Background: an optimization exercise with open tools, aiming at a short achievable clock period and few clock cycles. Do not read the settings as production practice.

==> build 44 <==
==> flow/design.v <==
package isaPkg;
	typedef logic [17:0] instrT;
	typedef logic [15:0] dataT;
	typedef logic [3:0] regSelT;
	typedef logic [3:0] opcodeT;
	typedef struct packed {
		logic low;
		logic negative;
		logic zero;
	} flagsT;
	localparam int NUM_REGS = 16;
	localparam regSelT LINK_REG = 4'd12;
	localparam regSelT SP_REG = 4'd13;
	localparam logic [1:0] TYPE_N = 2'b00;
	localparam opcodeT N_REG_ALU = 4'd0;
	localparam opcodeT N_MEM_REG = 4'd1;
	localparam opcodeT MOVMR = 4'd0;
	localparam opcodeT MOVRM = 4'd1;
	localparam opcodeT ALU_INC = 4'd0;
	localparam opcodeT ALU_DEC = 4'd1;
	localparam opcodeT ADD = 4'd2;
	localparam opcodeT SUB = 4'd3;
	localparam opcodeT AND = 4'd4;
	localparam opcodeT OR = 4'd5;
	localparam opcodeT XOR = 4'd6;
	localparam opcodeT NOT = 4'd7;
	localparam opcodeT LSH = 4'd8;
	localparam opcodeT RSH = 4'd9;
	localparam opcodeT ARSH = 4'd10;
	localparam opcodeT CMP = 4'd11;
	localparam opcodeT MOVR = 4'd12;
	localparam opcodeT MUL = 4'd13;
	localparam opcodeT FMUL = 4'd14;
	localparam opcodeT CALL = 4'd4;
	localparam opcodeT MOVMRI = 4'd5;
	localparam opcodeT MOVRMI = 4'd6;
	localparam opcodeT RET = 4'd7;
	localparam opcodeT JL = 4'd8;
	localparam opcodeT JLE = 4'd9;
	localparam opcodeT JNE = 4'd10;
	localparam opcodeT JE = 4'd11;
	localparam opcodeT POP = 4'd12;
	localparam opcodeT PUSH = 4'd13;
	localparam opcodeT PUSHI = 4'd14;
	localparam opcodeT INCDEC = 4'd15;
	localparam logic [1:0] INCR = 2'd0;
	localparam logic [1:0] DECR = 2'd1;
endpackage
package corePkg;
	typedef enum logic [1:0] {
		ST_FETCH,
		ST_EXEC,
		ST_MEM,
		ST_WB
	} seqStateT;
	typedef enum logic {
		OPB_REG,
		OPB_IMM
	} operandSelT;
	typedef enum logic [1:0] {
		WB_ALU,
		WB_MEM,
		WB_PCLINK
	} wbDataSelT;
	typedef enum logic [1:0] {
		PC_INC,
		PC_JUMP,
		PC_LINK
	} pcSelT;
	typedef enum logic [1:0] {
		ADR_PC,
		ADR_IMM,
		ADR_SRCREG,
		ADR_SP
	} addrSelT;
endpackage
module cpuTop (
	input  logic        clk,
	input  logic        rst,
	input  logic [17:0] wbDatIn,
	input  logic        wbAck,
	output logic [15:0] wbAdr,
	output logic [15:0] wbDatOut,
	output logic        wbWe,
	output logic        wbCyc,
	output logic        wbStb
);
	localparam int CW = 5;             
	localparam int CN = 1 << CW;
	localparam int TW = 16 - CW;
	logic [15:0] regs [16];
	logic fLow, fNeg, fZero;
	logic [15:0] fpc;                  
	logic        fMatch;               
	logic        irV;
	logic [17:0] ir;
	logic [15:0] irPc;
	logic        bFetch, bLoad;        
	logic [3:0]  ldDst;
	logic [CN-1:0] cV;
	logic [TW-1:0] cTag [CN];
	logic [17:0]   cDat [CN];
	assign wbStb = wbCyc;
	logic ack, busFree, ldPend;
	assign ack = wbCyc & wbAck;
	assign busFree = !wbCyc | wbAck;
	assign ldPend = wbCyc & bLoad;
	logic        isN, immForm, isAlu, aluWr, flagWr;
	logic [3:0]  nsub, sop, op, rd, rs, rp, ra;
	logic        isCall, isRet, isJcc, taken, isPush, isPop, isIncDec;
	logic        isLd, isSt, isMovmr, isMovrm, isMovmri, isMovrmi;
	logic [15:0] A, Bs, B, r12, r13, res, sum, aluRes;
	logic [16:0] diff;
	logic [15:0] absAdr, pcInc, npc, memAdr;
	logic        haz, xMem, xGo, mispredict;
	assign isN = ir[17:16] == 2'b00;
	assign nsub = ir[15:12];
	assign sop = ir[17:14];
	assign rd = ir[11:8];
	assign rs = ir[3:0];
	assign rp = ir[13:10];
	assign immForm = isN && nsub[3:1] != 3'b000;
	assign op = immForm ? nsub : ir[7:4];
	assign isAlu = isN && nsub != 4'd1;
	assign aluWr = isAlu && ((op >= 4'd2 && op <= 4'd10) || op == 4'd12);
	assign flagWr = isAlu && (op >= 4'd2 && op <= 4'd11);
	assign isMovmr = isN && nsub == 4'd1 && ir[7:4] == 4'd0;
	assign isMovrm = isN && nsub == 4'd1 && ir[7:4] == 4'd1;
	assign isCall = sop == 4'd4;
	assign isMovmri = sop == 4'd5;
	assign isMovrmi = sop == 4'd6;
	assign isRet = sop == 4'd7;
	assign isJcc = sop[3:2] == 2'b10;
	assign isPop = sop == 4'd12 && rp != 4'd12 && rp != 4'd13;
	assign isPush = sop == 4'd13;
	assign isIncDec = sop == 4'd15 && !ir[13];
	assign isLd = isMovmr || isMovmri || isPop;
	assign isSt = isMovrm || isMovrmi || isPush;
	assign xMem = isLd || isSt;
	assign ra = isPush ? rp : rd;
	assign A = regs[ra];
	assign Bs = regs[rs];
	assign r12 = regs[12];
	assign r13 = regs[13];
	assign B = immForm ? {8'h00, ir[7:0]} : Bs;
	assign sum = A + B;
	assign diff = {1'b0, A} - {1'b0, B};
	always_comb begin
		case (op)
			4'd2: aluRes = sum;
			4'd3, 4'd11: aluRes = diff[15:0];
			4'd4: aluRes = A & B;
			4'd5: aluRes = A | B;
			4'd6: aluRes = A ^ B;
			4'd7: aluRes = ~B;
			4'd8: aluRes = A << B[3:0];
			4'd9: aluRes = A >> B[3:0];
			4'd10: aluRes = 16'($signed(A) >>> B[3:0]);
			default: aluRes = B;
		endcase
	end
	always_comb begin
		case (sop[1:0])
			2'd0: taken = fLow | fNeg;
			2'd1: taken = fLow | fNeg | fZero;
			2'd2: taken = !fZero;
			default: taken = fZero;
		endcase
	end
	assign absAdr = {2'b00, ir[13:0]};
	assign pcInc = irPc + 16'd1;
	assign npc = (isCall || (isJcc && taken)) ? absAdr : isRet ? r12 : pcInc;
	assign memAdr = (isMovmri || isMovrmi) ? absAdr : isPush ? r13 : isPop ? r13 - 16'd1 : Bs;
	assign haz = ldPend && (rd == ldDst || rs == ldDst || rp == ldDst || (!isN && ldDst[3:2] == 2'b11));
	assign xGo = irV && !haz && (!xMem || busFree);
	assign mispredict = xGo && npc != fpc;
	logic [CW-1:0] fIdx;
	logic          hit, fromBus, fDeliver, irFree;
	logic [17:0]   fIns;
	logic [15:0]   pred, fpcInc;
	logic          fetchReq;
	logic [15:0]   fetchAdr;
	assign fIdx = fpc[CW-1:0];
	assign hit = cV[fIdx] && cTag[fIdx] == fpc[15:CW];
	assign fromBus = fMatch & wbAck;
	assign irFree = !irV || xGo;
	assign fDeliver = irFree && !mispredict && (hit || fromBus);
	assign fIns = fromBus ? wbDatIn : cDat[fIdx];
	assign fpcInc = fpc + 16'd1;
	always_comb begin
		if (fIns[17:14] == 4'd4 || fIns[17:16] == 2'b10)
			pred = {2'b00, fIns[13:0]};
		else if (fIns[17:14] == 4'd7)
			pred = r12;
		else
			pred = fpcInc;
	end
	always_comb begin
		fetchReq = 1'b0;
		fetchAdr = fpc;
		if (mispredict) begin
			fetchReq = 1'b1;
			fetchAdr = npc;
		end else if (fDeliver && fromBus) begin
			fetchReq = 1'b1;
			fetchAdr = pred;
		end else if (!fDeliver && !hit && !fMatch) begin
			fetchReq = 1'b1;
		end
	end
	logic stIssue, ldIssue, fIssue;
	assign stIssue = xGo && isSt;
	assign ldIssue = xGo && isLd;
	assign fIssue = busFree && !(xGo && xMem) && fetchReq;
	always_ff @(posedge clk) begin
		if (rst) begin
			wbCyc <= 1'b0;
			wbWe <= 1'b0;
			bFetch <= 1'b0;
			bLoad <= 1'b0;
			fMatch <= 1'b0;
			fpc <= '0;
			irV <= 1'b0;
			fLow <= 1'b0;
			fNeg <= 1'b0;
			fZero <= 1'b0;
			for (int i = 0; i < 16; i++)
				regs[i] <= '0;
			cV <= '0;
		end else begin
			if (ack) begin
				wbCyc <= 1'b0;
				wbWe <= 1'b0;
				bFetch <= 1'b0;
				bLoad <= 1'b0;
			end
			if (xGo && xMem) begin
				wbCyc <= 1'b1;
				wbWe <= isSt;
				bFetch <= 1'b0;
				bLoad <= isLd;
			end else if (fIssue) begin
				wbCyc <= 1'b1;
				wbWe <= 1'b0;
				bFetch <= 1'b1;
				bLoad <= 1'b0;
			end
			if (fIssue)
				fMatch <= 1'b1;
			else if (ack || fDeliver || mispredict)
				fMatch <= 1'b0;
			if (mispredict) begin
				fpc <= npc;
				irV <= 1'b0;
			end else if (fDeliver) begin
				fpc <= pred;
				irV <= 1'b1;
			end else if (xGo) begin
				irV <= 1'b0;
			end
			if (ack && bFetch) begin
				cV[wbAdr[CW-1:0]] <= 1'b1;
			end else if (ack && wbWe) begin
				if (cTag[wbAdr[CW-1:0]] == wbAdr[15:CW])
					cV[wbAdr[CW-1:0]] <= 1'b0;
			end
			if (ack && bLoad)
				regs[ldDst] <= wbDatIn[15:0];
			if (xGo) begin
				if (aluWr)
					regs[rd] <= aluRes;
				if (isIncDec)
					regs[rd] <= ir[12] ? A - 16'd1 : A + 16'd1;
				if (isCall)
					regs[12] <= pcInc;
				if (isPush)
					regs[13] <= r13 + 16'd1;
				if (isPop)
					regs[13] <= r13 - 16'd1;
				if (flagWr) begin
					fLow <= (op == 4'd3 || op == 4'd11) && diff[16];
					fNeg <= aluRes[15];
					fZero <= aluRes == 16'd0;
				end
			end
		end
	end
	always_ff @(posedge clk) begin
		if (xGo && xMem) begin
			wbAdr <= memAdr;
			wbDatOut <= A;
			ldDst <= isPop ? rp : rd;
		end else if (fIssue) begin
			wbAdr <= fetchAdr;
		end
		if (!mispredict && fDeliver) begin
			ir <= fIns;
			irPc <= fpc;
		end
		if (ack && bFetch) begin
			cTag[wbAdr[CW-1:0]] <= wbAdr[15:CW];
			cDat[wbAdr[CW-1:0]] <= wbDatIn;
		end
	end
endmodule
==> flow/run.sh <==
#!/bin/bash
# synth_recipe.tcl (not shown) runs the flow's synth.tcl, then flattens the netlist and writes it again
# the make line also repeats each setting of config.mk as NAME=value (left out here)
make -C /OpenROAD-flow-scripts/flow DESIGN_CONFIG=/design/flow/config.mk WORK_HOME=/design/flow/orfs CLKGATE_MAP_FILE= SYNTH_SCRIPT=/design/flow/synth_recipe.tcl finish
==> flow/config.mk <==
export PLATFORM = sky130hd
export DESIGN_NAME = cpuTop
export DESIGN_NICKNAME = cpuTop
export VERILOG_FILES = /design/flow/design.v
export SDC_FILE = /design/flow/constraint.sdc
export NUM_CORES = 4
export LEC_CHECK = 0
export ABC_CLOCK_PERIOD_IN_PS = 3000
export CAP_MARGIN = 20
export CORE_MARGIN = 2
export CORE_UTILIZATION = 40
export SETUP_SLACK_MARGIN = 5
export SLEW_MARGIN = 20
==> flow/constraint.sdc <==
create_clock -name core_clock -period 11.0 [get_ports {clk}]
set_input_delay 2.2000 -clock core_clock [delete_from_list [all_inputs] [get_ports {clk}]]
set_output_delay 2.2000 -clock core_clock [all_outputs]
set_load 0.01 [all_outputs]
==> inputs of build 52, as changes to build 44 <==
==> flow/flow/run.sh (new file) <==
#!/bin/bash
set -euo pipefail
bash standard.sh SETUP_SLACK_MARGIN=8 finish > make_finish.log 2>&1
==> flow/standard.sh (new file) <==
#!/bin/bash
# synth_recipe.tcl (not shown) runs the flow's synth.tcl, then flattens the netlist and writes it again
# the make line also repeats each setting of config.mk as NAME=value (left out here)
make -C /OpenROAD-flow-scripts/flow DESIGN_CONFIG=/design/flow/config.mk WORK_HOME=/design/flow/orfs CLKGATE_MAP_FILE= SYNTH_SCRIPT=/design/flow/synth_recipe.tcl "${@:-finish}"
--- a/flow/config.mk
+++ b/flow/config.mk
@@ -7,3 +7,2 @@
 export LEC_CHECK = 0
-export ABC_CLOCK_PERIOD_IN_PS = 3000
 export CAP_MARGIN = 20
@@ -11,3 +10,2 @@
 export CORE_UTILIZATION = 40
-export SETUP_SLACK_MARGIN = 5
 export SLEW_MARGIN = 20
removed: flow/run.sh
==> inputs of build 76, as changes to build 44 <==
--- a/flow/config.mk
+++ b/flow/config.mk
@@ -7,3 +7,2 @@
 export LEC_CHECK = 0
-export ABC_CLOCK_PERIOD_IN_PS = 3000
 export CAP_MARGIN = 20
@@ -11,3 +10,2 @@
 export CORE_UTILIZATION = 40
-export SETUP_SLACK_MARGIN = 5
 export SLEW_MARGIN = 20
==> summary of the runs <==
In synthesized area, build 44 and build 76 do not differ.
The highest clock skew belongs to build 44, the lowest to build 52.
The lowest setup slack belongs to build 76, the highest to build 52.
In synthesized cell count, build 44 and build 52 do not differ.
Cell count, lowest first: build 76, build 44, build 52.
Against build 76, the first-iteration DRC count of build 52 is larger by about 19%.
Build 44 ran to the end with no violations. Build 52 went through all stages and came out clean. Build 76 finished clean.
The lowest maximum frequency belongs to build 76, the highest to build 52.
In build 52 the utilization is higher than in build 44, by 6.4 points.
Function was not checked in any run of this note: the RTL went through the layout flow alone.

what the ideal ports hide:
The flow's constraints put no driver on any port. The routed layouts listed below were extracted and timed again, unchanged, in two steps. Step 1 (the two cells are an assumption about what drives the block):
set clk [get_ports {clk}]
set_driving_cell -lib_cell sky130_fd_sc_hd__clkbuf_16 $clk
set_driving_cell -lib_cell sky130_fd_sc_hd__buf_2 [delete_from_list [all_inputs] $clk]
Step 2 moves the port delays by t, midway between the first and last clock arrival at a register: inputs arrive t later, outputs are due t later. That takes back most of the time a late clock gives input paths. Slacks: ideal / step 1 / step 2; pairs: ideal / step 1.
run	t, ns	slack for setup (ns)	hold WS [ns]	worst register clock-pin slew, ns
build 44	0.861	4.803 / 4.803 / 3.942	0.474 / 0.474 / 0.474	0.07 / 0.07
build 52	0.861	5.240 / 5.240 / 5.240	0.457 / 0.457 / 0.457	0.07 / 0.07
build 76	0.859	2.796 / 2.796 / 2.796	0.474 / 0.474 / 0.474	0.07 / 0.07
After both steps setup and hold are still met in every run listed. The setup slack of build 44, which loses most, moves by 0.000 ns with the drivers and by -0.861 ns with both steps.
